What follows belongs to an exercise in optimizing a design on an open flow for small area, a short achievable clock period and few clock cycles; a production flow would make more cautious choices.
Only simulation tests tie the RTL to the original design; equivalence was not proved.
Power is estimated from default activity; no workload was simulated.

==> module nse_ctrl, before the edit <==
module nse_ctrl (
	input  logic                           clk,
	input  logic                           arst_n,
	input  logic                           handoff,
	output logic                           bk_idle_nxt,
	input  logic [9:0]                     n_i,
	input  logic [24:0]                    so_i,
	input  logic [39:0]                    soo_i,
	input  logic [40:0]                    see_i,
	output logic                           m_tvalid,
	input  logic                           m_tready,
	output logic [nse_pkg::EFF_W-1:0]      m_tdata,
	output logic [nse_pkg::STAT_W-1:0]     m_tuser
);
	typedef enum logic [2:0] {
		B_IDLE = 3'd0,
		B_MUL  = 3'd1,
		B_CHK  = 3'd2,
		B_DIV  = 3'd4,
		B_FIN  = 3'd5,
		B_OUT  = 3'd6
	} bstate_t;
	bstate_t     st_q;
	logic [4:0]  k_q;
	logic [9:0]  n_q;
	logic [54:0] pn_q;      
	logic [54:0] ns_q;      
	logic [25:0] xq_q;      
	logic [52:0] pd_q;      
	logic        pb_q;      
	logic [1:0]  stat_q;
	logic        valid_q, few_q, div_q, chk_q, sub_q;
	logic [12:0] q_add, n_add;
	assign q_add = pn_q[54:42] + (pn_q[0] ? {3'd0, n_q} : 13'd0) + (pn_q[1] ? {2'd0, n_q, 1'b0} : 13'd0)
	             + (pn_q[2] ? {1'b0, n_q, 2'b0} : 13'd0);
	assign n_add = ns_q[54:42] + (ns_q[0] ? {3'd0, n_q} : 13'd0) + (ns_q[1] ? {2'd0, n_q, 1'b0} : 13'd0)
	             + (ns_q[2] ? {1'b0, n_q, 2'b0} : 13'd0);
	logic [26:0] so27, sq_mag, sq_add;
	logic        bm1, bm2, bneg;
	assign bm1    = pd_q[0] ^ pb_q;
	assign bm2    = (pd_q[1] && !pd_q[0] && !pb_q) || (!pd_q[1] && pd_q[0] && pb_q);
	assign bneg   = pd_q[1] && !(pd_q[0] && pb_q);
	assign so27   = {{2{xq_q[24]}}, xq_q[24:0]};
	assign sq_mag = bm1 ? so27 : (bm2 ? {so27[25:0], 1'b0} : 27'd0);
	assign sq_add = pd_q[52:26] + (sq_mag ^ {27{bneg}}) + {26'd0, bneg};
	logic [50:0] pn_opb, pn_sum;
	logic        qb;
	assign pn_opb = {1'b0, pd_q[49:0]} ^ {51{sub_q}};
	assign pn_sum = {pn_q[49:0], xq_q[25]} + pn_opb + {50'd0, sub_q};
	assign qb     = !pn_sum[50];
	logic        flat, sat;
	logic [25:0] w;
	logic [23:0] eff;
	assign flat = pd_q[49:0] == 50'd0;
	assign sat  = xq_q[25] || (xq_q[24] && ((xq_q[23:17] != 7'd0) || (&xq_q[16:0])));
	assign w    = 26'h0020000 - {1'b0, xq_q[24:0]};
	assign eff  = sat ? 24'h800000 : w[24:1];
	always_ff @(posedge clk or negedge arst_n) begin
		if (!arst_n) begin
			st_q    <= B_IDLE;
			valid_q <= 1'b0;
			div_q   <= 1'b0;
			chk_q   <= 1'b0;
			k_q     <= '0;
		end else begin
			case (st_q)
				B_IDLE: if (handoff) begin st_q <= B_MUL; k_q <= 5'd14; end
				B_MUL: begin
					k_q <= (k_q == 5'd0) ? 5'd25 : k_q - 5'd1;
					if (k_q == 5'd0) begin st_q <= B_CHK; chk_q <= 1'b1; end
				end
				B_CHK: begin
					st_q  <= B_DIV;
					div_q <= 1'b1;
					chk_q <= 1'b0;
				end
				B_DIV: begin
					k_q <= k_q - 5'd1;
					if (k_q == 5'd0 || (k_q == 5'd25 && (few_q || flat))) begin
						st_q  <= B_FIN;
						div_q <= 1'b0;
					end
				end
				B_FIN: begin st_q <= B_OUT; valid_q <= 1'b1; end
				B_OUT: if (m_tready) begin st_q <= B_IDLE; valid_q <= 1'b0; end
				default: st_q <= B_IDLE;
			endcase
		end
	end
	always_ff @(posedge clk) begin
		case (st_q)
			B_IDLE: if (handoff) begin
				n_q   <= n_i;
				few_q <= n_i == 10'd0;
				pn_q  <= {15'd0, soo_i};
				ns_q  <= {14'd0, see_i};
				xq_q  <= {1'b0, so_i};
				pd_q  <= {27'd0, so_i[24], so_i};
				pb_q  <= 1'b0;
				sub_q <= 1'b0;
			end
			B_MUL: begin
				if (k_q >= 5'd2) begin    
					pd_q <= {{2{sq_add[26]}}, sq_add, pd_q[25:2]};
					pb_q <= pd_q[1];
				end
				if (k_q >= 5'd1) begin
					pn_q <= {3'd0, q_add, pn_q[41:3]};
					ns_q <= {3'd0, n_add, ns_q[41:3]};
				end else begin
					pn_q     <= {1'b0, pn_q[54:1]};
					xq_q[25] <= pn_q[0];
				end
				if (k_q == 5'd0) sub_q <= 1'b1;
			end
			B_CHK: begin
				pd_q <= {3'd0, pn_sum[49:0]};
				pn_q <= {13'd0, ns_q[50:9]};
				xq_q <= {ns_q[8:0], 17'd0};
			end
			B_DIV: begin
				pn_q  <= {4'd0, pn_sum};
				xq_q  <= {xq_q[24:0], qb};
				sub_q <= qb;
			end
			B_FIN: begin
				stat_q <= few_q ? nse_pkg::STAT_FEW : (flat ? nse_pkg::STAT_FLAT : nse_pkg::STAT_OK);
				xq_q   <= (few_q || flat) ? 26'd0 : {2'b0, eff};
			end
			default: ;
		endcase
	end
	assign bk_idle_nxt = ((st_q == B_IDLE) && !handoff) || ((st_q == B_OUT) && m_tready);
	assign m_tvalid    = valid_q;
	assign m_tdata     = xq_q[23:0];
	assign m_tuser     = stat_q;
endmodule
clock: 12.0 ns
lec_check: 0
cap_margin: 20
core_margin: 2
core_utilization: 40
cts_buf_list: sky130_fd_sc_hd__clkbuf_8
cts_cluster_diameter: 60
cts_cluster_size: 14
slew_margin: 20
standard.sh (not shown) runs the stock make flow with config.mk's settings and CLKGATE_MAP_FILE= SYNTH_SCRIPT=/design/flow/synth_recipe.tcl, a recipe that flattens the netlist after the stock synthesis.
==> flow/flow/run.sh <==
#!/bin/bash
# The standard layout (the standard.sh, standard synthesis included) with these layout
# choices:
#  - after the standard synthesis, flow/fa_polarity.py removes inverters between full-adder
#    cells: a full adder is self-dual, so feeding it complemented inputs complements its
#    outputs; it picks adder polarities that need fewer inverters. Registers and every other
#    cell stay as synthesized. The synthesized netlist is kept as 1_2_yosys.standard.v.
#  - timing repair is asked to leave setup slack beyond the clock period's (ORFS's
#    repair_timing reads the margin from SETUP_SLACK_MARGIN);
#  - the port buffers that buffer_ports puts on every input and output are plain buffers
#    (sky130_fd_sc_hd__buf_2, which repair may resize) instead of its default delay cell.
# The clock, the constraints and every other step are the standard flow's.
set -euo pipefail
export SETUP_SLACK_MARGIN=7.9
export BUFFER_PORTS_ARGS="-buffer_cell sky130_fd_sc_hd__buf_2"
R=orfs/results/${FLOW_PLATFORM}/nash_sutcliffe_efficiency_top/base
bash standard.sh synth > standard_synth.log 2>&1
cp "$R/1_2_yosys.v" "$R/1_2_yosys.standard.v"
python3 flow/fa_polarity.py "$R/1_2_yosys.standard.v" "$R/1_2_yosys.v" > fa_polarity.log 2>&1
rm -f "$R/1_synth.odb" "$R/1_synth.sdc"
bash standard.sh > standard_flow.log 2>&1
Other scripts of this flow, unchanged in this note and not shown: flow/flow/fa_polarity.py
Testbench counts at the start, summed over its fixed seeds: cycles 16,641.
Then changed:
--- a/flow/design.v
+++ b/flow/design.v
@@ -112,9 +112,9 @@
 			chk_q   <= 1'b0;
 			k_q     <= '0;
 		end else begin
 			case (st_q)
-				B_IDLE: if (handoff) begin st_q <= B_MUL; k_q <= 5'd14; end
+				B_IDLE: if (handoff) begin st_q <= B_MUL; k_q <= 5'd13; end
 				B_MUL: begin
 					k_q <= (k_q == 5'd0) ? 5'd25 : k_q - 5'd1;
 					if (k_q == 5'd0) begin st_q <= B_CHK; chk_q <= 1'b1; end
 				end
@@ -148,18 +148,17 @@
 				pb_q  <= 1'b0;
 				sub_q <= 1'b0;
 			end
 			B_MUL: begin
-				if (k_q >= 5'd2) begin    
+				if (k_q >= 5'd1) begin    
 					pd_q <= {{2{sq_add[26]}}, sq_add, pd_q[25:2]};
 					pb_q <= pd_q[1];
 				end
-				if (k_q >= 5'd1) begin
-					pn_q <= {3'd0, q_add, pn_q[41:3]};
-					ns_q <= {3'd0, n_add, ns_q[41:3]};
-				end else begin
-					pn_q     <= {1'b0, pn_q[54:1]};
-					xq_q[25] <= pn_q[0];
+				ns_q <= {3'd0, n_add, ns_q[41:3]};
+				if (k_q >= 5'd1) pn_q <= {3'd0, q_add, pn_q[41:3]};
+				else begin
+					pn_q     <= {4'd0, q_add, pn_q[41:4]};
+					xq_q[25] <= pn_q[3];
 				end
 				if (k_q == 5'd0) sub_q <= 1'b1;
 			end
 			B_CHK: begin
=> Count of clock-buffer cells in the layout is higher by 4; clock skew is lower by 0.017 ns; final area goes down by 0.58%; routed wire length drops by about 1.4%; via count shrinks by about 0.5%; setup slack hardly moves; cell count goes down by about 0.5%; total power came out lower by about 0.9%.
Testbench counts after the change, summed over its fixed seeds: cycles 16,600.

-- separate check: timing with driven ports --
Ports are ideal in the flow. The routed layouts listed here were re-timed in OpenROAD. Step 1: set_driving_cell puts a clkbuf_16 on clk and a buf_2 on each other input, an assumption about the parent block. Step 2 also shifts input and output timing later by t, the mid clock arrival at the registers, as if the neighbouring blocks saw the same clock. Three values: no drivers, after step 1, after step 2; two values: the first two.
run | t (ns) | setup WS [ns] | worst setup path after step 2 | clock arrival spread, ns | slew at the worst register clock pin (ns)
the first run | 0.785 | 7.962 / 7.962 / 7.962 | register to register | 0.059 / 0.059 | 0.11 / 0.11
the second run | 0.792 | 7.964 / 7.964 / 7.964 | register to register | 0.039 / 0.039 | 0.10 / 0.10
After both steps every run listed still meets setup and hold.
